Source: an optimization exercise on an open RTL-to-GDS flow (aim: small area and a short achievable clock period). Production flows keep margins and buffers that such runs may drop. Function was checked by simulation only, so behaviour that the tests miss may differ from the original. Power figures rest on the tool's default switching activity, not on a simulated workload.

== v6 ==
==> flow/design.v <==
module memoria_dados_nrisc #(
  parameter int LARGURA_END = 8,
  parameter int LATENCIA    = 2
) (
  input  logic                   Clock,
  input  logic                   Reset_n,
  input  logic [LARGURA_END-1:0] EndMemDados,
  input  logic [7:0]             DadoEscritoMem,
  input  logic                   LerMem,
  input  logic                   EscMem,
  output logic [7:0]             DadoLidoMem,
  output logic                   Pronto,
  output logic                   Erro
  ,
  output logic [7:0]             PortaSaida
);
  logic ocioso_q, esp1_q, esp2_q, resp_q;
  logic [2:0]  grp_q;              
  logic [31:0] sel_q;              
  logic [7:0]  dado_q;
  logic        ler_q, esc_q;
  logic [7:0] lido_q, porta_q;
  logic       erro_q;
  logic [7:0] r1_q [8];
  logic       rd_q, wrp_q;
  logic [7:0] whi_q, whin_q;
  logic [7:0] mem [255];
  logic [7:0] palavra [256];
  logic [7:0] r1_d [8];
  logic req, so_ler, so_esc, eh_porta;
  assign req      = LerMem | EscMem;
  assign so_ler   = ler_q & ~esc_q;
  assign so_esc   = esc_q & ~ler_q;
  assign eh_porta = (&grp_q) & sel_q[31];
  always_ff @(posedge Clock or negedge Reset_n) begin
    if (!Reset_n) begin
      ocioso_q <= 1'b1;
      esp1_q   <= 1'b0;
      esp2_q   <= 1'b0;
      resp_q   <= 1'b0;
      erro_q   <= 1'b0;
      lido_q   <= '0;
      porta_q  <= '0;
      rd_q     <= 1'b0;
      wrp_q    <= 1'b0;
      whi_q    <= '0;
      whin_q   <= '1;
    end else begin
      ocioso_q <= ~((ocioso_q & req) | esp1_q | esp2_q);
      esp1_q   <= ocioso_q & req;
      esp2_q   <= esp1_q;
      resp_q   <= esp2_q;
      erro_q   <= esp2_q & ler_q & esc_q;
      lido_q   <= rd_q ? r1_q[grp_q] : 8'h00;
      if (wrp_q)
        porta_q <= dado_q;
      rd_q     <= esp1_q & so_ler;
      wrp_q    <= esp1_q & so_esc & eh_porta;
      for (int g = 0; g < 8; g++) begin
        whi_q[g]  <=   esp1_q & so_esc & (grp_q == 3'(g));
        whin_q[g] <= ~(esp1_q & so_esc & (grp_q == 3'(g)));
      end
    end
  end
  always_ff @(posedge Clock) begin
    if (ocioso_q) begin
      grp_q  <= EndMemDados[7:5];
      for (int k = 0; k < 32; k++)
        sel_q[k] <= (EndMemDados[4:0] == 5'(k));
      dado_q <= DadoEscritoMem;
      ler_q  <= LerMem;
      esc_q  <= EscMem;
    end
    for (int g = 0; g < 8; g++)
      r1_q[g] <= r1_d[g];
  end
  always_comb
    for (int g = 0; g < 8; g++) begin
      r1_d[g] = '0;
      for (int k = 0; k < 32; k++)
        r1_d[g] = r1_d[g] | ({8{sel_q[k]}} & palavra[g*32 + k]);
    end
  for (genvar w = 0; w < 256; w++) begin : g_palavra
    if (w == 255) begin : g_porta
      assign palavra[w] = porta_q;
    end else begin : g_mem
      logic we, keep;
      assign we   = whi_q[w >> 5] & sel_q[w & 31];
      assign keep = whin_q[w >> 5] | ~sel_q[w & 31];
      always_ff @(posedge Clock)
        mem[w] <= ({8{we}} & dado_q) | ({8{keep}} & mem[w]);
      assign palavra[w] = mem[w];
    end
  end
  assign DadoLidoMem = lido_q;
  assign Pronto      = resp_q;
  assign Erro        = erro_q;
  assign PortaSaida  = porta_q;
endmodule
clock: 4.0 ns
lec_check: 0
cap_margin: 20
core_margin: 2
core_utilization: 60
cts_cluster_diameter: 60
cts_cluster_size: 30
place_density: 0.7
setup_slack_margin: 1.8
slew_margin: 20
run.sh (not shown) runs the stock make flow with config.mk's settings and CLKGATE_MAP_FILE= SYNTH_SCRIPT=/design/flow/synth_recipe.tcl, a recipe that flattens the netlist after the stock synthesis.
The inputs of v28 differ from those of v6 as listed below.
==> flow/design.v <==
module memoria_dados_nrisc #(
  parameter int LARGURA_END = 8,
  parameter int LATENCIA    = 2
) (
  input  logic                   Clock,
  input  logic                   Reset_n,
  input  logic [LARGURA_END-1:0] EndMemDados,
  input  logic [7:0]             DadoEscritoMem,
  input  logic                   LerMem,
  input  logic                   EscMem,
  output logic [7:0]             DadoLidoMem,
  output logic                   Pronto,
  output logic                   Erro
  ,
  output logic [7:0]             PortaSaida
);
  logic ocioso_q, esp1_q, esp2_q, resp_q;
  logic [7:0]  grp_q;              
  logic [31:0] seln_q;             
  logic [7:0]  dado_q;
  logic        ler_q, esc_q;
  logic [7:0] lido_q, porta_q;
  logic       erro_q;
  logic [7:0] r1_q [8];
  logic       wrp_q;
  logic [7:0] rdg_q, whi_q, whin_q;
  logic [7:0] mem [255];
  logic [7:0] palavra [256];
  logic [7:0] r1_d [8];
  logic [7:0] lido_d;
  logic req, so_ler, so_esc, eh_porta;
  assign req      = LerMem | EscMem;
  assign so_ler   = ler_q & ~esc_q;
  assign so_esc   = esc_q & ~ler_q;
  assign eh_porta = grp_q[7] & ~seln_q[31];
  always_ff @(posedge Clock or negedge Reset_n) begin
    if (!Reset_n) begin
      ocioso_q <= 1'b1;
      esp1_q   <= 1'b0;
      esp2_q   <= 1'b0;
      resp_q   <= 1'b0;
      erro_q   <= 1'b0;
      lido_q   <= '0;
      porta_q  <= '0;
      rdg_q    <= '0;
      wrp_q    <= 1'b0;
      whi_q    <= '0;
      whin_q   <= '1;
    end else begin
      ocioso_q <= ~((ocioso_q & req) | esp1_q | esp2_q);
      esp1_q   <= ocioso_q & req;
      esp2_q   <= esp1_q;
      resp_q   <= esp2_q;
      erro_q   <= esp2_q & ler_q & esc_q;
      lido_q   <= lido_d;
      if (wrp_q)
        porta_q <= dado_q;
      wrp_q    <= esp1_q & so_esc & eh_porta;
      for (int g = 0; g < 8; g++) begin
        rdg_q[g]  <=   esp1_q & so_ler & grp_q[g];
        whi_q[g]  <=   esp1_q & so_esc & grp_q[g];
        whin_q[g] <= ~(esp1_q & so_esc & grp_q[g]);
      end
    end
  end
  always_ff @(posedge Clock) begin
    if (ocioso_q) begin
      for (int g = 0; g < 8; g++)
        grp_q[g] <= (EndMemDados[7:5] == 3'(g));
      for (int k = 0; k < 32; k++)
        seln_q[k] <= (EndMemDados[4:0] != 5'(k));
      dado_q <= DadoEscritoMem;
      ler_q  <= LerMem;
      esc_q  <= EscMem;
    end
    for (int g = 0; g < 8; g++)
      r1_q[g] <= r1_d[g];
  end
  always_comb begin
    lido_d = '0;
    for (int g = 0; g < 8; g++)
      lido_d = lido_d | ({8{rdg_q[g]}} & r1_q[g]);
  end
  always_comb
    for (int g = 0; g < 8; g++) begin
      r1_d[g] = '1;
      for (int k = 0; k < 32; k++)
        r1_d[g] = r1_d[g] & ({8{seln_q[k]}} | palavra[g*32 + k]);
    end
  for (genvar w = 0; w < 256; w++) begin : g_palavra
    if (w == 255) begin : g_porta
      assign palavra[w] = porta_q;
    end else begin : g_mem
      logic we, keep;
      assign we   = whi_q[w >> 5] & ~seln_q[w & 31];
      assign keep = whin_q[w >> 5] | seln_q[w & 31];
      always_ff @(posedge Clock)
        mem[w] <= ({8{we}} & dado_q) | ({8{keep}} & mem[w]);
      assign palavra[w] = mem[w];
    end
  end
  assign DadoLidoMem = lido_q;
  assign Pronto      = resp_q;
  assign Erro        = erro_q;
  assign PortaSaida  = porta_q;
endmodule
Notes after the runs:
- In v28, the number of inverters outside the clock class in the layout came out 2 below the value in v6.
- Met3 usage, v28 and v6: lower on v28
- For internal power consumption, dividing the value from v6 by the value from v28 gives 1.3.
- Switching power summed over all nets, v28 and v6: smaller value in v28
- The run with more routed wire is v6, not v28.
- On worst stage delay on the critical path: between v28 and v6, it ends up higher for v6.
- In terms of worst setup slack, v28 and v6 differ only marginally.
- Taking v6 as the reference, in v28 clock power ~0 delta, routed wirelength normalized by instance count went down, max-slew violation count flat, number of antenna cells inserted now sits higher, combinational logic power dropped about 70%.
- For v28, the capture point of the worst path was PortaSaida[7], unlike v6, where it was lido_q[6]$_DFF_PN0_.

## static timing again, ports no longer ideal
Ports are ideal in the flow. The routed layouts listed here were re-timed in OpenROAD. Step 1, drivers: a clkbuf_16 drives Clock and a buf_2 each remaining input, both assumed. Step 2 moves the port delays by t, midway between the first and last clock arrival at a register: inputs arrive t later, outputs are due t later. That takes back most of the time a late clock gives input paths. Three values: ideal ports, drivers, drivers and shift; two values: the first two.
| run | t (ns) | setup slack, ns | hold WS [ns] | slew at the worst register clock pin (ns) | worst data-port slew with drivers (ns) | cell pins on the clock port's net |
|---|---|---|---|---|---|---|
| v6 | 0.873 | 1.747 / 1.688 / 1.572 | 0.200 / 0.136 / 0.415 | 0.11 / 0.11 | 0.04 | 1 |
| v28 | 0.876 | 1.750 / 1.670 / 1.575 | 0.006 / -0.047 / 0.412 | 0.11 / 0.11 | 0.12 | 1 |
After both steps every run listed still meets setup and hold.
